Source: an optimization exercise on an open RTL-to-GDS flow (aim: a short achievable clock period and few clock cycles). Production flows keep margins and buffers that such runs may drop.
Only simulation tests tie the RTL to the original design; equivalence was not proved.
No activity file was given, so power comes from the tool's default toggle rates.

===== run.sh =====
#!/bin/bash
# synth_recipe.tcl (not shown) runs the flow's synth.tcl, then flattens the netlist and writes it again
# the make line also repeats each setting of config.mk as NAME=value (left out here)
make -C /OpenROAD-flow-scripts/flow DESIGN_CONFIG=/design/flow/config.mk WORK_HOME=/design/flow/orfs CLKGATE_MAP_FILE= SYNTH_SCRIPT=/design/flow/synth_recipe.tcl finish

===== config.mk =====
export PLATFORM = sky130hd
export DESIGN_NAME = dma_top
export DESIGN_NICKNAME = dma_top
export VERILOG_FILES = /design/flow/design.v
export SDC_FILE = /design/flow/constraint.sdc
export NUM_CORES = 4
export LEC_CHECK = 0
export CAP_MARGIN = 20
export CORE_MARGIN = 2
export CORE_UTILIZATION = 40
export SLEW_MARGIN = 20

===== constraint.sdc =====
create_clock -name core_clock -period 9.0 [get_ports {clk_i}]
set_input_delay 1.8000 -clock core_clock [delete_from_list [all_inputs] [get_ports {clk_i}]]
set_output_delay 1.8000 -clock core_clock [all_outputs]
set_load 0.01 [all_outputs]

===== design.v =====
    localparam int ADDR_W     = 32;
    localparam int DATA_W     = 64;
    localparam int BEAT_BYTES = 8;
    localparam int REG_ADDR_W = 5;
    localparam logic [4:0] REG_SRC   = 5'h00;
    localparam logic [4:0] REG_DST   = 5'h08;
    localparam logic [4:0] REG_LEN   = 5'h10;
    localparam logic [4:0] REG_BURST = 5'h18;
    localparam logic [4:0] REG_CTRL  = 5'h1C;
    localparam int CTRL_START = 0;
    localparam int CTRL_DONE  = 1;
    localparam int CTRL_BUSY  = 2;
    localparam int FIFO_DEPTH = 16;
    localparam int FIFO_IDX_W = $clog2(FIFO_DEPTH);
    localparam int FIFO_PTR_W = FIFO_IDX_W + 1;
    localparam logic [1:0] RD_IDLE = 2'd0, RD_REQ = 2'd1, RD_DATA = 2'd2;
    localparam logic [1:0] WR_IDLE = 2'd0, WR_POP = 2'd1, WR_SEND = 2'd2, WR_WAIT = 2'd3;
    function automatic [7:0] burst_beats(input [31:0] rem, input [7:0] burst);
        logic [31:0] left;
        logic [7:0]  eff;
        left = (rem >> 3) + {31'd0, (rem[2:0] != 3'd0)};
        if (burst == 8'd0) begin
            eff = 8'd1;
        end else begin
            eff = burst;
        end
        if (left < {24'd0, eff}) begin
            burst_beats = left[7:0];
        end else begin
            burst_beats = eff;
        end
    endfunction
    function automatic [31:0] rem_after_beat(input [31:0] rem);
        if (rem > 32'd8) begin
            rem_after_beat = rem - 32'd8;
        end else begin
            rem_after_beat = 32'd0;
        end
    endfunction
`timescale 1ns/1ps
module dma_regs (
    input  logic      clk_i,
    input  logic      rst_i,
    input  logic      reg_en_i,
    input  logic      reg_we_i,
    input  logic [4:0] reg_addr_i,
    input  logic [63:0]     reg_wdata_i,
    input  logic      xfer_done_i,
    output logic [63:0]     reg_rdata_o,
    output logic      start_o,
    output logic [31:0]     src_o,
    output logic [31:0]     dst_o,
    output logic [31:0]      len_o,
    output logic [7:0]    burst_o,
    output logic      done_o
);
    localparam int ADDR_W     = 32;
    localparam int DATA_W     = 64;
    localparam int BEAT_BYTES = 8;
    localparam int REG_ADDR_W = 5;
    localparam logic [4:0] REG_SRC   = 5'h00;
    localparam logic [4:0] REG_DST   = 5'h08;
    localparam logic [4:0] REG_LEN   = 5'h10;
    localparam logic [4:0] REG_BURST = 5'h18;
    localparam logic [4:0] REG_CTRL  = 5'h1C;
    localparam int CTRL_START = 0;
    localparam int CTRL_DONE  = 1;
    localparam int CTRL_BUSY  = 2;
    localparam int FIFO_DEPTH = 16;
    localparam int FIFO_IDX_W = $clog2(FIFO_DEPTH);
    localparam int FIFO_PTR_W = FIFO_IDX_W + 1;
    localparam logic [1:0] RD_IDLE = 2'd0, RD_REQ = 2'd1, RD_DATA = 2'd2;
    localparam logic [1:0] WR_IDLE = 2'd0, WR_POP = 2'd1, WR_SEND = 2'd2, WR_WAIT = 2'd3;
    function automatic [7:0] burst_beats(input [31:0] rem, input [7:0] burst);
        logic [31:0] left;
        logic [7:0]  eff;
        left = (rem >> 3) + {31'd0, (rem[2:0] != 3'd0)};
        if (burst == 8'd0) begin
            eff = 8'd1;
        end else begin
            eff = burst;
        end
        if (left < {24'd0, eff}) begin
            burst_beats = left[7:0];
        end else begin
            burst_beats = eff;
        end
    endfunction
    function automatic [31:0] rem_after_beat(input [31:0] rem);
        if (rem > 32'd8) begin
            rem_after_beat = rem - 32'd8;
        end else begin
            rem_after_beat = 32'd0;
        end
    endfunction
    logic [31:0]  src_q;
    logic [31:0]  dst_q;
    logic [31:0]   len_q;
    logic [7:0] burst_q;
    logic   start_q;
    logic   done_q;
    logic   busy_q;
    logic   wr_en;
    logic   start_wr;
    logic [63:0]  ctrl_val;
    logic [63:0]  rd_mux;
    assign wr_en    = reg_en_i && reg_we_i;
    assign start_wr = wr_en && (reg_addr_i == REG_CTRL) && reg_wdata_i[CTRL_START] && !busy_q;
    always_comb begin
        ctrl_val             = '0;
        ctrl_val[CTRL_START] = start_q;
        ctrl_val[CTRL_DONE]  = done_q;
        ctrl_val[CTRL_BUSY]  = busy_q;
    end
    always_comb begin
        case (reg_addr_i)
            REG_SRC:   rd_mux = 64'(src_q);
            REG_DST:   rd_mux = 64'(dst_q);
            REG_LEN:   rd_mux = 64'(len_q);
            REG_BURST: rd_mux = 64'(burst_q);
            REG_CTRL:  rd_mux = ctrl_val;
            default:   rd_mux = '0;
        endcase
    end
    always_ff @(posedge clk_i or negedge rst_i) begin
        if (!rst_i) begin
            src_q   <= '0;
            dst_q   <= '0;
            len_q   <= '0;
            burst_q <= '0;
            start_q <= 1'b0;
            done_q  <= 1'b0;
            busy_q  <= 1'b0;
            start_o <= 1'b0;
        end else begin
            if (wr_en && !busy_q) begin
                case (reg_addr_i)
                    REG_SRC:   src_q   <= reg_wdata_i[ADDR_W-1:0];
                    REG_DST:   dst_q   <= reg_wdata_i[ADDR_W-1:0];
                    REG_LEN:   len_q   <= reg_wdata_i[31:0];
                    REG_BURST: burst_q <= reg_wdata_i[7:0];
                    default: ;
                endcase
            end
            start_o <= start_wr;
            if (start_wr) begin
                start_q <= 1'b1;
                busy_q  <= 1'b1;
                done_q  <= 1'b0;
            end else if (xfer_done_i) begin
                start_q <= 1'b0;
                busy_q  <= 1'b0;
                done_q  <= 1'b1;
            end
        end
    end
    always_ff @(posedge clk_i) begin
        if (reg_en_i && !reg_we_i) begin
            reg_rdata_o <= rd_mux;
        end
    end
    assign src_o   = src_q;
    assign dst_o   = dst_q;
    assign len_o   = len_q;
    assign burst_o = burst_q;
    assign done_o  = done_q;
endmodule
`timescale 1ns/1ps
module dma_fifo (
    input  logic                  clk_i,
    input  logic                  rst_i,
    input  logic                  push_i,
    input  logic [63:0]                 data_i,
    input  logic                  pop_i,
    output logic [63:0]                 data_o,
    output logic                  empty_o,
    output logic [FIFO_PTR_W-1:0] count_o
);
    localparam int ADDR_W     = 32;
    localparam int DATA_W     = 64;
    localparam int BEAT_BYTES = 8;
    localparam int REG_ADDR_W = 5;
    localparam logic [4:0] REG_SRC   = 5'h00;
    localparam logic [4:0] REG_DST   = 5'h08;
    localparam logic [4:0] REG_LEN   = 5'h10;
    localparam logic [4:0] REG_BURST = 5'h18;
    localparam logic [4:0] REG_CTRL  = 5'h1C;
    localparam int CTRL_START = 0;
    localparam int CTRL_DONE  = 1;
    localparam int CTRL_BUSY  = 2;
    localparam int FIFO_DEPTH = 16;
    localparam int FIFO_IDX_W = $clog2(FIFO_DEPTH);
    localparam int FIFO_PTR_W = FIFO_IDX_W + 1;
    localparam logic [1:0] RD_IDLE = 2'd0, RD_REQ = 2'd1, RD_DATA = 2'd2;
    localparam logic [1:0] WR_IDLE = 2'd0, WR_POP = 2'd1, WR_SEND = 2'd2, WR_WAIT = 2'd3;
    function automatic [7:0] burst_beats(input [31:0] rem, input [7:0] burst);
        logic [31:0] left;
        logic [7:0]  eff;
        left = (rem >> 3) + {31'd0, (rem[2:0] != 3'd0)};
        if (burst == 8'd0) begin
            eff = 8'd1;
        end else begin
            eff = burst;
        end
        if (left < {24'd0, eff}) begin
            burst_beats = left[7:0];
        end else begin
            burst_beats = eff;
        end
    endfunction
    function automatic [31:0] rem_after_beat(input [31:0] rem);
        if (rem > 32'd8) begin
            rem_after_beat = rem - 32'd8;
        end else begin
            rem_after_beat = 32'd0;
        end
    endfunction
    logic [63:0]                 mem_q [FIFO_DEPTH];
    logic [FIFO_IDX_W-1:0] wr_ptr_q;
    logic [FIFO_IDX_W-1:0] rd_ptr_q;
    logic [FIFO_PTR_W-1:0] count_q;
    logic                  full;
    assign full    = (count_q == FIFO_PTR_W'(FIFO_DEPTH));
    assign empty_o = (count_q == '0);
    assign count_o = count_q;
    always_ff @(posedge clk_i) begin
        if (push_i) begin
            mem_q[wr_ptr_q] <= data_i;
        end
        if (pop_i) begin
            data_o <= mem_q[rd_ptr_q];
        end
    end
    always_ff @(posedge clk_i or negedge rst_i) begin
        if (!rst_i) begin
            wr_ptr_q <= '0;
            rd_ptr_q <= '0;
            count_q  <= '0;
        end else begin
            if (push_i) begin
                wr_ptr_q <= wr_ptr_q + 1'b1;
            end
            if (pop_i) begin
                rd_ptr_q <= rd_ptr_q + 1'b1;
            end
            case ({push_i, pop_i})
                2'b10:   count_q <= count_q + 1'b1;
                2'b01:   count_q <= count_q - 1'b1;
                default: ;
            endcase
        end
    end
endmodule
`timescale 1ns/1ps
module dma_read_engine (
    input  logic                  clk_i,
    input  logic                  rst_i,
    input  logic                  start_i,
    input  logic [31:0]                 src_i,
    input  logic [31:0]                  len_i,
    input  logic [7:0]                burst_i,
    input  logic [FIFO_PTR_W-1:0] fifo_count_i,
    input  logic                  gnt_i,
    input  logic                  rvalid_i,
    input  logic [63:0]                 rdata_i,
    output logic                  req_o,
    output logic [31:0]                 addr_o,
    output logic [7:0]                beats_o,
    output logic                  push_o,
    output logic [63:0]                 push_data_o
);
    localparam int ADDR_W     = 32;
    localparam int DATA_W     = 64;
    localparam int BEAT_BYTES = 8;
    localparam int REG_ADDR_W = 5;
    localparam logic [4:0] REG_SRC   = 5'h00;
    localparam logic [4:0] REG_DST   = 5'h08;
    localparam logic [4:0] REG_LEN   = 5'h10;
    localparam logic [4:0] REG_BURST = 5'h18;
    localparam logic [4:0] REG_CTRL  = 5'h1C;
    localparam int CTRL_START = 0;
    localparam int CTRL_DONE  = 1;
    localparam int CTRL_BUSY  = 2;
    localparam int FIFO_DEPTH = 16;
    localparam int FIFO_IDX_W = $clog2(FIFO_DEPTH);
    localparam int FIFO_PTR_W = FIFO_IDX_W + 1;
    localparam logic [1:0] RD_IDLE = 2'd0, RD_REQ = 2'd1, RD_DATA = 2'd2;
    localparam logic [1:0] WR_IDLE = 2'd0, WR_POP = 2'd1, WR_SEND = 2'd2, WR_WAIT = 2'd3;
    function automatic [7:0] burst_beats(input [31:0] rem, input [7:0] burst);
        logic [31:0] left;
        logic [7:0]  eff;
        left = (rem >> 3) + {31'd0, (rem[2:0] != 3'd0)};
        if (burst == 8'd0) begin
            eff = 8'd1;
        end else begin
            eff = burst;
        end
        if (left < {24'd0, eff}) begin
            burst_beats = left[7:0];
        end else begin
            burst_beats = eff;
        end
    endfunction
    function automatic [31:0] rem_after_beat(input [31:0] rem);
        if (rem > 32'd8) begin
            rem_after_beat = rem - 32'd8;
        end else begin
            rem_after_beat = 32'd0;
        end
    endfunction
    logic [1:0] state_q;
    logic [31:0]       addr_q;
    logic [31:0]        rem_q;
    logic [7:0]      burst_q;
    logic [7:0]      cnt_q;
    logic [8:0]  need;
    assign beats_o = burst_beats(rem_q, burst_q);
    assign need    = 9'(fifo_count_i) + 9'(beats_o);
    assign req_o   = (state_q == RD_REQ) && (rem_q != '0) && (need <= 9'(FIFO_DEPTH));
    assign addr_o  = addr_q;
    assign push_o      = (state_q == RD_DATA) && rvalid_i;
    assign push_data_o = rdata_i;
    always_ff @(posedge clk_i or negedge rst_i) begin
        if (!rst_i) begin
            state_q <= RD_IDLE;
            addr_q  <= '0;
            rem_q   <= '0;
            burst_q <= '0;
            cnt_q   <= '0;
        end else begin
            case (state_q)
                RD_IDLE: begin
                    if (start_i) begin
                        state_q <= RD_REQ;
                        addr_q  <= src_i;
                        rem_q   <= len_i;
                        if (burst_i > 8'(FIFO_DEPTH)) begin
                            burst_q <= 8'(FIFO_DEPTH);
                        end else begin
                            burst_q <= burst_i;
                        end
                    end
                end
                RD_REQ: begin
                    if (rem_q == '0) begin
                        state_q <= RD_IDLE;
                    end else if (gnt_i) begin
                        state_q <= RD_DATA;
                        cnt_q   <= beats_o;
                    end
                end
                RD_DATA: begin
                    if (rvalid_i) begin
                        addr_q <= addr_q + 32'(BEAT_BYTES);
                        rem_q  <= rem_after_beat(rem_q);
                        cnt_q  <= cnt_q - 1'b1;
                        if (cnt_q == 8'd1) begin
                            state_q <= RD_REQ;
                        end
                    end
                end
                default: state_q <= RD_IDLE;
            endcase
        end
    end
endmodule
`timescale 1ns/1ps
module dma_write_engine (
    input  logic   clk_i,
    input  logic   rst_i,
    input  logic   start_i,
    input  logic [31:0]  dst_i,
    input  logic [31:0]   len_i,
    input  logic [7:0] burst_i,
    input  logic   fifo_empty_i,
    input  logic [63:0]  fifo_data_i,
    input  logic   gnt_i,
    input  logic   bdone_i,
    output logic   pop_o,
    output logic   req_o,
    output logic [31:0]  addr_o,
    output logic [63:0]  wdata_o,
    output logic   last_o,
    output logic   xfer_done_o
);
    localparam int ADDR_W     = 32;
    localparam int DATA_W     = 64;
    localparam int BEAT_BYTES = 8;
    localparam int REG_ADDR_W = 5;
    localparam logic [4:0] REG_SRC   = 5'h00;
    localparam logic [4:0] REG_DST   = 5'h08;
    localparam logic [4:0] REG_LEN   = 5'h10;
    localparam logic [4:0] REG_BURST = 5'h18;
    localparam logic [4:0] REG_CTRL  = 5'h1C;
    localparam int CTRL_START = 0;
    localparam int CTRL_DONE  = 1;
    localparam int CTRL_BUSY  = 2;
    localparam int FIFO_DEPTH = 16;
    localparam int FIFO_IDX_W = $clog2(FIFO_DEPTH);
    localparam int FIFO_PTR_W = FIFO_IDX_W + 1;
    localparam logic [1:0] RD_IDLE = 2'd0, RD_REQ = 2'd1, RD_DATA = 2'd2;
    localparam logic [1:0] WR_IDLE = 2'd0, WR_POP = 2'd1, WR_SEND = 2'd2, WR_WAIT = 2'd3;
    function automatic [7:0] burst_beats(input [31:0] rem, input [7:0] burst);
        logic [31:0] left;
        logic [7:0]  eff;
        left = (rem >> 3) + {31'd0, (rem[2:0] != 3'd0)};
        if (burst == 8'd0) begin
            eff = 8'd1;
        end else begin
            eff = burst;
        end
        if (left < {24'd0, eff}) begin
            burst_beats = left[7:0];
        end else begin
            burst_beats = eff;
        end
    endfunction
    function automatic [31:0] rem_after_beat(input [31:0] rem);
        if (rem > 32'd8) begin
            rem_after_beat = rem - 32'd8;
        end else begin
            rem_after_beat = 32'd0;
        end
    endfunction
    logic [1:0] state_q;
    logic [31:0]        addr_q;
    logic [31:0]         rem_q;
    logic [7:0]       burst_q;
    logic [7:0]       cnt_q;
    assign pop_o       = (state_q == WR_POP) && (rem_q != '0) && !fifo_empty_i;
    assign req_o       = (state_q == WR_SEND);
    assign addr_o      = addr_q;
    assign wdata_o     = fifo_data_i;
    assign last_o      = (state_q == WR_SEND) && (cnt_q == 8'd1);
    assign xfer_done_o = (state_q == WR_POP) && (rem_q == '0);
    always_ff @(posedge clk_i or negedge rst_i) begin
        if (!rst_i) begin
            state_q <= WR_IDLE;
            addr_q  <= '0;
            rem_q   <= '0;
            burst_q <= '0;
            cnt_q   <= '0;
        end else begin
            case (state_q)
                WR_IDLE: begin
                    if (start_i) begin
                        state_q <= WR_POP;
                        addr_q  <= dst_i;
                        rem_q   <= len_i;
                        burst_q <= burst_i;
                        cnt_q   <= '0;
                    end
                end
                WR_POP: begin
                    if (rem_q == '0) begin
                        state_q <= WR_IDLE;
                    end else if (!fifo_empty_i) begin
                        state_q <= WR_SEND;
                        if (cnt_q == '0) begin
                            cnt_q <= burst_beats(rem_q, burst_q);
                        end
                    end
                end
                WR_SEND: begin
                    if (gnt_i) begin
                        addr_q <= addr_q + 32'(BEAT_BYTES);
                        rem_q  <= rem_after_beat(rem_q);
                        cnt_q  <= cnt_q - 1'b1;
                        state_q <= (cnt_q == 8'd1) ? WR_WAIT : WR_POP;
                    end
                end
                WR_WAIT: begin
                    if (bdone_i) begin
                        state_q <= WR_POP;
                    end
                end
                default: state_q <= WR_IDLE;
            endcase
        end
    end
endmodule
`timescale 1ns/1ps
module dma_bus_arbiter (
    input  logic   clk_i,
    input  logic   rst_i,
    input  logic   rd_req_i,
    input  logic [31:0]  rd_addr_i,
    input  logic [7:0] rd_beats_i,
    input  logic   wr_req_i,
    input  logic [31:0]  wr_addr_i,
    input  logic [63:0]  wr_wdata_i,
    input  logic   wr_last_i,
    input  logic   mem_gnt_i,
    output logic   rd_gnt_o,
    output logic   wr_gnt_o,
    output logic   mem_req_o,
    output logic   mem_we_o,
    output logic [31:0]  mem_addr_o,
    output logic [63:0]  mem_wdata_o,
    output logic [7:0] mem_beats_o,
    output logic   mem_last_o
);
    localparam int ADDR_W     = 32;
    localparam int DATA_W     = 64;
    localparam int BEAT_BYTES = 8;
    localparam int REG_ADDR_W = 5;
    localparam logic [4:0] REG_SRC   = 5'h00;
    localparam logic [4:0] REG_DST   = 5'h08;
    localparam logic [4:0] REG_LEN   = 5'h10;
    localparam logic [4:0] REG_BURST = 5'h18;
    localparam logic [4:0] REG_CTRL  = 5'h1C;
    localparam int CTRL_START = 0;
    localparam int CTRL_DONE  = 1;
    localparam int CTRL_BUSY  = 2;
    localparam int FIFO_DEPTH = 16;
    localparam int FIFO_IDX_W = $clog2(FIFO_DEPTH);
    localparam int FIFO_PTR_W = FIFO_IDX_W + 1;
    localparam logic [1:0] RD_IDLE = 2'd0, RD_REQ = 2'd1, RD_DATA = 2'd2;
    localparam logic [1:0] WR_IDLE = 2'd0, WR_POP = 2'd1, WR_SEND = 2'd2, WR_WAIT = 2'd3;
    function automatic [7:0] burst_beats(input [31:0] rem, input [7:0] burst);
        logic [31:0] left;
        logic [7:0]  eff;
        left = (rem >> 3) + {31'd0, (rem[2:0] != 3'd0)};
        if (burst == 8'd0) begin
            eff = 8'd1;
        end else begin
            eff = burst;
        end
        if (left < {24'd0, eff}) begin
            burst_beats = left[7:0];
        end else begin
            burst_beats = eff;
        end
    endfunction
    function automatic [31:0] rem_after_beat(input [31:0] rem);
        if (rem > 32'd8) begin
            rem_after_beat = rem - 32'd8;
        end else begin
            rem_after_beat = 32'd0;
        end
    endfunction
    logic prio_q;
    logic lock_q;
    logic sel_q;
    logic sel;
    always_comb begin
        if (lock_q) begin
            sel = sel_q;
        end else if (rd_req_i && wr_req_i) begin
            sel = prio_q;
        end else begin
            sel = wr_req_i;
        end
    end
    assign mem_req_o   = sel ? wr_req_i : rd_req_i;
    assign mem_we_o    = sel;
    assign mem_addr_o  = sel ? wr_addr_i : rd_addr_i;
    assign mem_wdata_o = sel ? wr_wdata_i : '0;
    assign mem_beats_o = sel ? 8'(1) : rd_beats_i;
    assign mem_last_o  = sel && wr_last_i;
    assign rd_gnt_o = mem_gnt_i && !sel;
    assign wr_gnt_o = mem_gnt_i && sel;
    always_ff @(posedge clk_i or negedge rst_i) begin
        if (!rst_i) begin
            prio_q <= 1'b0;
            lock_q <= 1'b0;
            sel_q  <= 1'b0;
        end else if (mem_gnt_i) begin
            prio_q <= !sel;
            lock_q <= 1'b0;
        end else if (mem_req_o) begin
            lock_q <= 1'b1;
            sel_q  <= sel;
        end
    end
endmodule
`timescale 1ns/1ps
module dma_top (
    input  logic      clk_i,
    input  logic      rst_i,
    input  logic      reg_en_i,
    input  logic      reg_we_i,
    input  logic [4:0] reg_addr_i,
    input  logic [63:0]     reg_wdata_i,
    output logic [63:0]     reg_rdata_o,
    input  logic      mem_gnt_i,
    input  logic      mem_rvalid_i,
    input  logic [63:0]     mem_rdata_i,
    input  logic      mem_bdone_i,
    output logic      mem_req_o,
    output logic      mem_we_o,
    output logic [31:0]     mem_addr_o,
    output logic [63:0]     mem_wdata_o,
    output logic [7:0]    mem_beats_o,
    output logic      mem_last_o,
    output logic      done_o
);
    localparam int ADDR_W     = 32;
    localparam int DATA_W     = 64;
    localparam int BEAT_BYTES = 8;
    localparam int REG_ADDR_W = 5;
    localparam logic [4:0] REG_SRC   = 5'h00;
    localparam logic [4:0] REG_DST   = 5'h08;
    localparam logic [4:0] REG_LEN   = 5'h10;
    localparam logic [4:0] REG_BURST = 5'h18;
    localparam logic [4:0] REG_CTRL  = 5'h1C;
    localparam int CTRL_START = 0;
    localparam int CTRL_DONE  = 1;
    localparam int CTRL_BUSY  = 2;
    localparam int FIFO_DEPTH = 16;
    localparam int FIFO_IDX_W = $clog2(FIFO_DEPTH);
    localparam int FIFO_PTR_W = FIFO_IDX_W + 1;
    localparam logic [1:0] RD_IDLE = 2'd0, RD_REQ = 2'd1, RD_DATA = 2'd2;
    localparam logic [1:0] WR_IDLE = 2'd0, WR_POP = 2'd1, WR_SEND = 2'd2, WR_WAIT = 2'd3;
    function automatic [7:0] burst_beats(input [31:0] rem, input [7:0] burst);
        logic [31:0] left;
        logic [7:0]  eff;
        left = (rem >> 3) + {31'd0, (rem[2:0] != 3'd0)};
        if (burst == 8'd0) begin
            eff = 8'd1;
        end else begin
            eff = burst;
        end
        if (left < {24'd0, eff}) begin
            burst_beats = left[7:0];
        end else begin
            burst_beats = eff;
        end
    endfunction
    function automatic [31:0] rem_after_beat(input [31:0] rem);
        if (rem > 32'd8) begin
            rem_after_beat = rem - 32'd8;
        end else begin
            rem_after_beat = 32'd0;
        end
    endfunction
    logic                  start;
    logic [31:0]                 src;
    logic [31:0]                 dst;
    logic [31:0]                  len;
    logic [7:0]                burst;
    logic                  xfer_done;
    logic                  push;
    logic [63:0]                 push_data;
    logic                  pop;
    logic [63:0]                 pop_data;
    logic                  fifo_empty;
    logic [FIFO_PTR_W-1:0] fifo_count;
    logic                  rd_req;
    logic                  rd_gnt;
    logic [31:0]                 rd_addr;
    logic [7:0]                rd_beats;
    logic                  wr_req;
    logic                  wr_gnt;
    logic [31:0]                 wr_addr;
    logic [63:0]                 wr_wdata;
    logic                  wr_last;
    dma_regs u_regs (
        .clk_i       (clk_i),
        .rst_i       (rst_i),
        .reg_en_i    (reg_en_i),
        .reg_we_i    (reg_we_i),
        .reg_addr_i  (reg_addr_i),
        .reg_wdata_i (reg_wdata_i),
        .xfer_done_i (xfer_done),
        .reg_rdata_o (reg_rdata_o),
        .start_o     (start),
        .src_o       (src),
        .dst_o       (dst),
        .len_o       (len),
        .burst_o     (burst),
        .done_o      (done_o)
    );
    dma_fifo u_fifo (
        .clk_i   (clk_i),
        .rst_i   (rst_i),
        .push_i  (push),
        .data_i  (push_data),
        .pop_i   (pop),
        .data_o  (pop_data),
        .empty_o (fifo_empty),
        .count_o (fifo_count)
    );
    dma_read_engine u_read (
        .clk_i        (clk_i),
        .rst_i        (rst_i),
        .start_i      (start),
        .src_i        (src),
        .len_i        (len),
        .burst_i      (burst),
        .fifo_count_i (fifo_count),
        .gnt_i        (rd_gnt),
        .rvalid_i     (mem_rvalid_i),
        .rdata_i      (mem_rdata_i),
        .req_o        (rd_req),
        .addr_o       (rd_addr),
        .beats_o      (rd_beats),
        .push_o       (push),
        .push_data_o  (push_data)
    );
    dma_write_engine u_write (
        .clk_i        (clk_i),
        .rst_i        (rst_i),
        .start_i      (start),
        .dst_i        (dst),
        .len_i        (len),
        .burst_i      (burst),
        .fifo_empty_i (fifo_empty),
        .fifo_data_i  (pop_data),
        .gnt_i        (wr_gnt),
        .bdone_i      (mem_bdone_i),
        .pop_o        (pop),
        .req_o        (wr_req),
        .addr_o       (wr_addr),
        .wdata_o      (wr_wdata),
        .last_o       (wr_last),
        .xfer_done_o  (xfer_done)
    );
    dma_bus_arbiter u_arb (
        .clk_i       (clk_i),
        .rst_i       (rst_i),
        .rd_req_i    (rd_req),
        .rd_addr_i   (rd_addr),
        .rd_beats_i  (rd_beats),
        .wr_req_i    (wr_req),
        .wr_addr_i   (wr_addr),
        .wr_wdata_i  (wr_wdata),
        .wr_last_i   (wr_last),
        .mem_gnt_i   (mem_gnt_i),
        .rd_gnt_o    (rd_gnt),
        .wr_gnt_o    (wr_gnt),
        .mem_req_o   (mem_req_o),
        .mem_we_o    (mem_we_o),
        .mem_addr_o  (mem_addr_o),
        .mem_wdata_o (mem_wdata_o),
        .mem_beats_o (mem_beats_o),
        .mem_last_o  (mem_last_o)
    );
endmodule

==> run summary <==
-- worst paths after layout --
| path | cells past startpoint | end | slack [ns] |
|---|---|---|---|
| max | 33 | mem_wdata_o[47] | 0.24 |
| min | 2 | u_read.addr_q[0] | 0.47 |
| max reg2reg | 31 | u_write.rem_q[8] | 2.06 |
| min reg2reg | 2 | u_read.addr_q[0] | 0.47 |
| max in group asynchronous | 2 | u_regs.len_q[14] | 6.55 |
| min in group asynchronous | 1 | u_regs.start_q | 0.99 |
-- worst reg2reg max path, delay by kind of cell, from the launching register on --
kind | cells | cell delay [ns]
buffers and inverters | 7 | 1.03
flip-flops | 1 | 0.38
adder cells (fa/ha/maj) | 5 | 1.01
XOR/XNOR | 2 | 0.28
AO/OA/AOI/OAI | 6 | 1.70
AND/OR/NAND/NOR | 10 | 2.17
multiplexers | 1 | 0.29
-- flip-flops by register name (all words and copies together) (netlist names), 32 cells and up --
signal	cells
u_regs.dst_q	32
u_regs.len_q	32
u_read.addr_q	32
u_regs.reg_rdata_o	32
u_write.addr_q	32
u_read.rem_q	32
u_write.rem_q	32
u_regs.src_q	32
u_fifo.mem_q	1024
u_fifo.data_o	64
-- power by group through the flow --
stage	Combinational, mW	Sequential (mW)	Clock [mW]
6_report	6.54	8.63	6.07
5_1_grt	7.17	8.72	6.45
3_5_place_dp	6.44	8.74	0
4_1_cts	6.54	8.62	6.20
3_3_place_gp	6.38	8.74	0
2_1_floorplan	4.63	8.25	0
-- layout make-up --
type / instances / area (um2) / area share [%]
Tap cell: 2016 / 2520 / 3.57
Multi-Input combinational cell: 2409 / 18400 / 26.1
Clock buffer: 196 / 4070 / 5.77
Clock inverter: 72 / 796 / 1.13
Antenna cell: 4 / 10.0 / 0.0142
Sequential cell: 1407 / 40800 / 57.8
Timing Repair inverter: 1 / 6.26 / 0.00886
Inverter: 74 / 290 / 0.411
Timing Repair Buffer: 364 / 3620 / 5.13
-- synthesized netlist by cell type, types with 5 or more instances --
| library cell | instances |
|---|---|
| a21o_1 | 11 |
| a21oi_1 | 229 |
| a221oi_1 | 66 |
| a22o_1 | 20 |
| a22oi_1 | 103 |
| a31oi_1 | 23 |
| a32oi_1 | 10 |
| and2_1 | 84 |
| and3_1 | 26 |
| and4_1 | 8 |
| buf_1 | 33 |
| buf_2 | 17 |
| buf_4 | 39 |
| clkbuf_1 | 179 |
| dfrtp_1 | 287 |
| edfxtp_1 | 1120 |
| ha_1 | 48 |
| inv_1 | 72 |
| mux2_2 | 184 |
| mux2i_1 | 238 |
| mux4_2 | 136 |
| nand2_1 | 309 |
| nand2b_1 | 10 |
| nand3_1 | 57 |
| nand4_1 | 24 |
| nor2_1 | 196 |
| nor2b_1 | 14 |
| nor3_1 | 57 |
| nor4_1 | 34 |
| nor4b_1 | 5 |
| o21ai_0 | 309 |
| o22ai_1 | 31 |
| o31ai_1 | 5 |
| o32ai_1 | 6 |
| or2_2 | 8 |
| or3_1 | 10 |
| or4_1 | 7 |
| xnor2_1 | 23 |
| xor2_1 | 13 |
-- repair_timing --
item,4_1_cts,5_1_grt
cloned,4,1
gates resized for setup,71,99
setup buffers,9,17
setup endpoints to repair,107,107
pin swaps,4,15
-- metal layers --
layer	wire length, um	track usage, %
met1	66200	26.2
met4	4340	6.87
met5	196	0
met2	80200	35.0
met3	8390	3.76
-- placed cells by master (no fill, tap or decap), types with 10 or more instances in the layout --
| cell type | n |
|---|---|
| edfxtp_1 | 1120 |
| o21ai_0 | 308 |
| nand2_1 | 304 |
| dfrtp_1 | 283 |
| mux2i_1 | 235 |
| a21oi_1 | 227 |
| mux2_2 | 183 |
| nor2_1 | 180 |
| clkbuf_16 | 155 |
| clkdlybuf4s50_1 | 148 |
| mux4_2 | 136 |
| a22oi_1 | 103 |
| buf_4 | 98 |
| and2_1 | 81 |
| inv_1 | 71 |
| a221oi_1 | 65 |
| nand3_1 | 55 |
| nor3_1 | 51 |
| dlymetal6s2s_1 | 50 |
| ha_1 | 41 |
| clkbuf_1 | 36 |
| dlygate4sd2_1 | 35 |
| conb_1 | 32 |
| nor4_1 | 31 |
| o22ai_1 | 31 |
| and3_1 | 26 |
| nand4_1 | 24 |
| clkinv_1 | 24 |
| clkinv_2 | 23 |
| a31oi_1 | 22 |
| xnor2_1 | 20 |
| a22o_1 | 20 |
| nor2_4 | 14 |
| xor2_1 | 13 |
| a21o_1 | 11 |
| a32oi_1 | 10 |
-- stage by stage --
stage | setup WS [ns] | std cells | hold slack, ns | cell area [um2]
2_1_floorplan | 1.44 | 4162 | 0.440 | 60400
6_report | 0.242 | 6543 | 0.474 | 70600
5_1_grt | -0.0541 | 6541 | 0.505 | 70600
3_5_place_dp | 0.321 | 6240 | 0.462 | 65100
3_3_place_gp | 0.424 | 6239 | 0.460 | 65100
4_1_cts | -0.0859 | 6521 | 0.478 | 70200
-- cells by family (layout without fill, tap and decap cells) --
logic type	after synthesis	after routing	share of synthesized area, %
other	1	36	0.00622
adders and majority gates	50	50	1.06
and+or+nand+nor	867	867	6.85
buffers and inverters	346	707	2.48
AOI/OAI and AO/OA	865	865	8.81
DFF	1407	1407	67.7
muxes	559	559	12.5
xor gates and xnor gates	36	36	0.523
==> results.toml <==
[outcome]
outcome = "timing/DRC/antenna clean"

[power]
power.density_cell_area_nw_per_um2 = 301
p_sw_share_pct = 34.2
share_seq_of_total_power_pct = 40.6
pwr-share-clk_pct = 28.6
power_switching_mw = 7.27
vdd_drop_max_v = 0.000317
power.static_leakage_nw = 26.0
p_int_mw = 14.0
combPwrFrac_pct = 30.8
finalPower_mw = 21.2

[grt]
first_pass_grt_wire_length_um = 235000
grt_max_degree = 165
grt_use_total_pct = 20.5
overflow_after_grt = 0
antenna_found_initial = 19
vias_in_the_first_global_route = 36410

[sta]
setup_violating_endpoint_count_in_the_final_report = 0
worst_case_headroom_to_the_max_slew_limit_pct = 25.8
slew_viol_final = 0
final_min_period_over_clock_period_pct = 97.3
final_hold_violations = 0
fin_skew_ns = 0.0542
final_period_minus_worst_setup_slack_ns = 8.76
setup_total_negative_slack_ns = 0
actual_transition_at_the_worst_max_transition_pin_ns = 1.11
timing.fmax_mhz = 114

[setup_path]
crit_path_max_fanout = 12
crit_path_start_kind = "flip-flop"
critPathMaxStageDelay_ns = 0.38
worstPathBufferInverterCount = 10
crit_family = "simple AND/OR/NAND/NOR gates"
crit_type = "reg -> out"
cp-end-kind = "output port"
worst_ep_arrival_time_ns = 6.96
critPathRequiredTime_ns = 7.20
worstSetupStartpoint = "u_read.rem_q[2]"
slowest_stage = "dfrtp_1"
crit_path_frequent_cell = "buf_4"
crit-reg2reg-launch = "u_read.rem_q[2]"

[floorplan]
coreArea_um2 = 150000
die_w_um = 392
row_count = 142
floorplan.initialDensity_pct = 40.2
dieArea_um2 = 154000
io_pins = 312
die_h_um = 392

[clock_tree]
ctsHtreeMaxLevel = 4
number_of_buffers_on_the_longest_clock_path = 3
clock_insertion_delay_worst_skew_ns = 0.79
tritoncts.num_buffers = 151
cts_sinks = 1407
clkSlewWorstSetupHoldPaths_ns = 0.06
clock_tree_from_tritoncts = "built"
cts.root.buffer_cell = "clkbuf_16"
ctsHoldBuffers = 0

[worst_hold_path]
hold_class = "reg -> reg"
worst_hold_startpoint = "u_read.addr_q[0]"

[drt]
drt_first_pass_iters = 7
wl_per_cell_um = 24.4
wirelength_um = 159000
number_of_antenna_violating_nets_in_the_routed_design = 0
via_count = 36515
drt_iter0_drc = 3044
route.detailed.vias_per_inst = 5.58
post-route-drc-count = 0

[synthesis]
unique_cell_type_count_in_the_yosys_netlist = 81
yosys-top-cells-area = "edfxtp_1 56%, dfrtp_1 12%, mux4_2 5.1%"
synth_cells = 4131
ys_seq_area_share_pct = 67.7
synth.avg_cell_area_um2 = 14.6
synth_enable_flop_cells = 1120
synth.ff_latch_count = 1407
yosys_most_used_dff = "edfxtp_1"
synth_area_leader_cell = "edfxtp_1"
synth_top_area_share_pct = 55.8
postSynth.asyncResetShare_pct = 20.4
synthesis.area_um2 = 60200
yosysWarnings = 5

[cells_and_area]
utilization_pct = 47.1
num-nets-final = 4598
growth_of_design_area_from_synthesis_to_finish_pct = 17.2
drive_gt1_share_pct = 16.6
fill_cells = 13050

[job]
max_cap_violations = 0

[placement]
port_bufs = 247
hpwl_detailed_um = 92200
globalplace.congestion = 0.900
Testbench counts, summed over its fixed seeds: cycles 42,292.

## re-timing with driven ports
Ports are ideal in the flow. The routed layout listed here was re-timed in OpenROAD.
Step 1 assumes that a clkbuf_16 drives the clock port and a buf_2 every other input.
Step 2 times the ports against the registers' clock, not the clock port: input delays grow and output delays shrink by t, the midpoint of the rising clock arrivals with the driver on.
a / b / c = no drivers / after step 1 / after step 2; a / b = the first two.
t (ns): 0.846
slack for setup (ns): 0.242 / 0.164 / 1.010
worst slew at a driven data input, ns: 0.19
pins driven straight from the clock port: 1
After both steps setup and hold are still met in this run. The setup slack of this run moves by -0.078 ns with the drivers and by +0.768 ns with both steps.
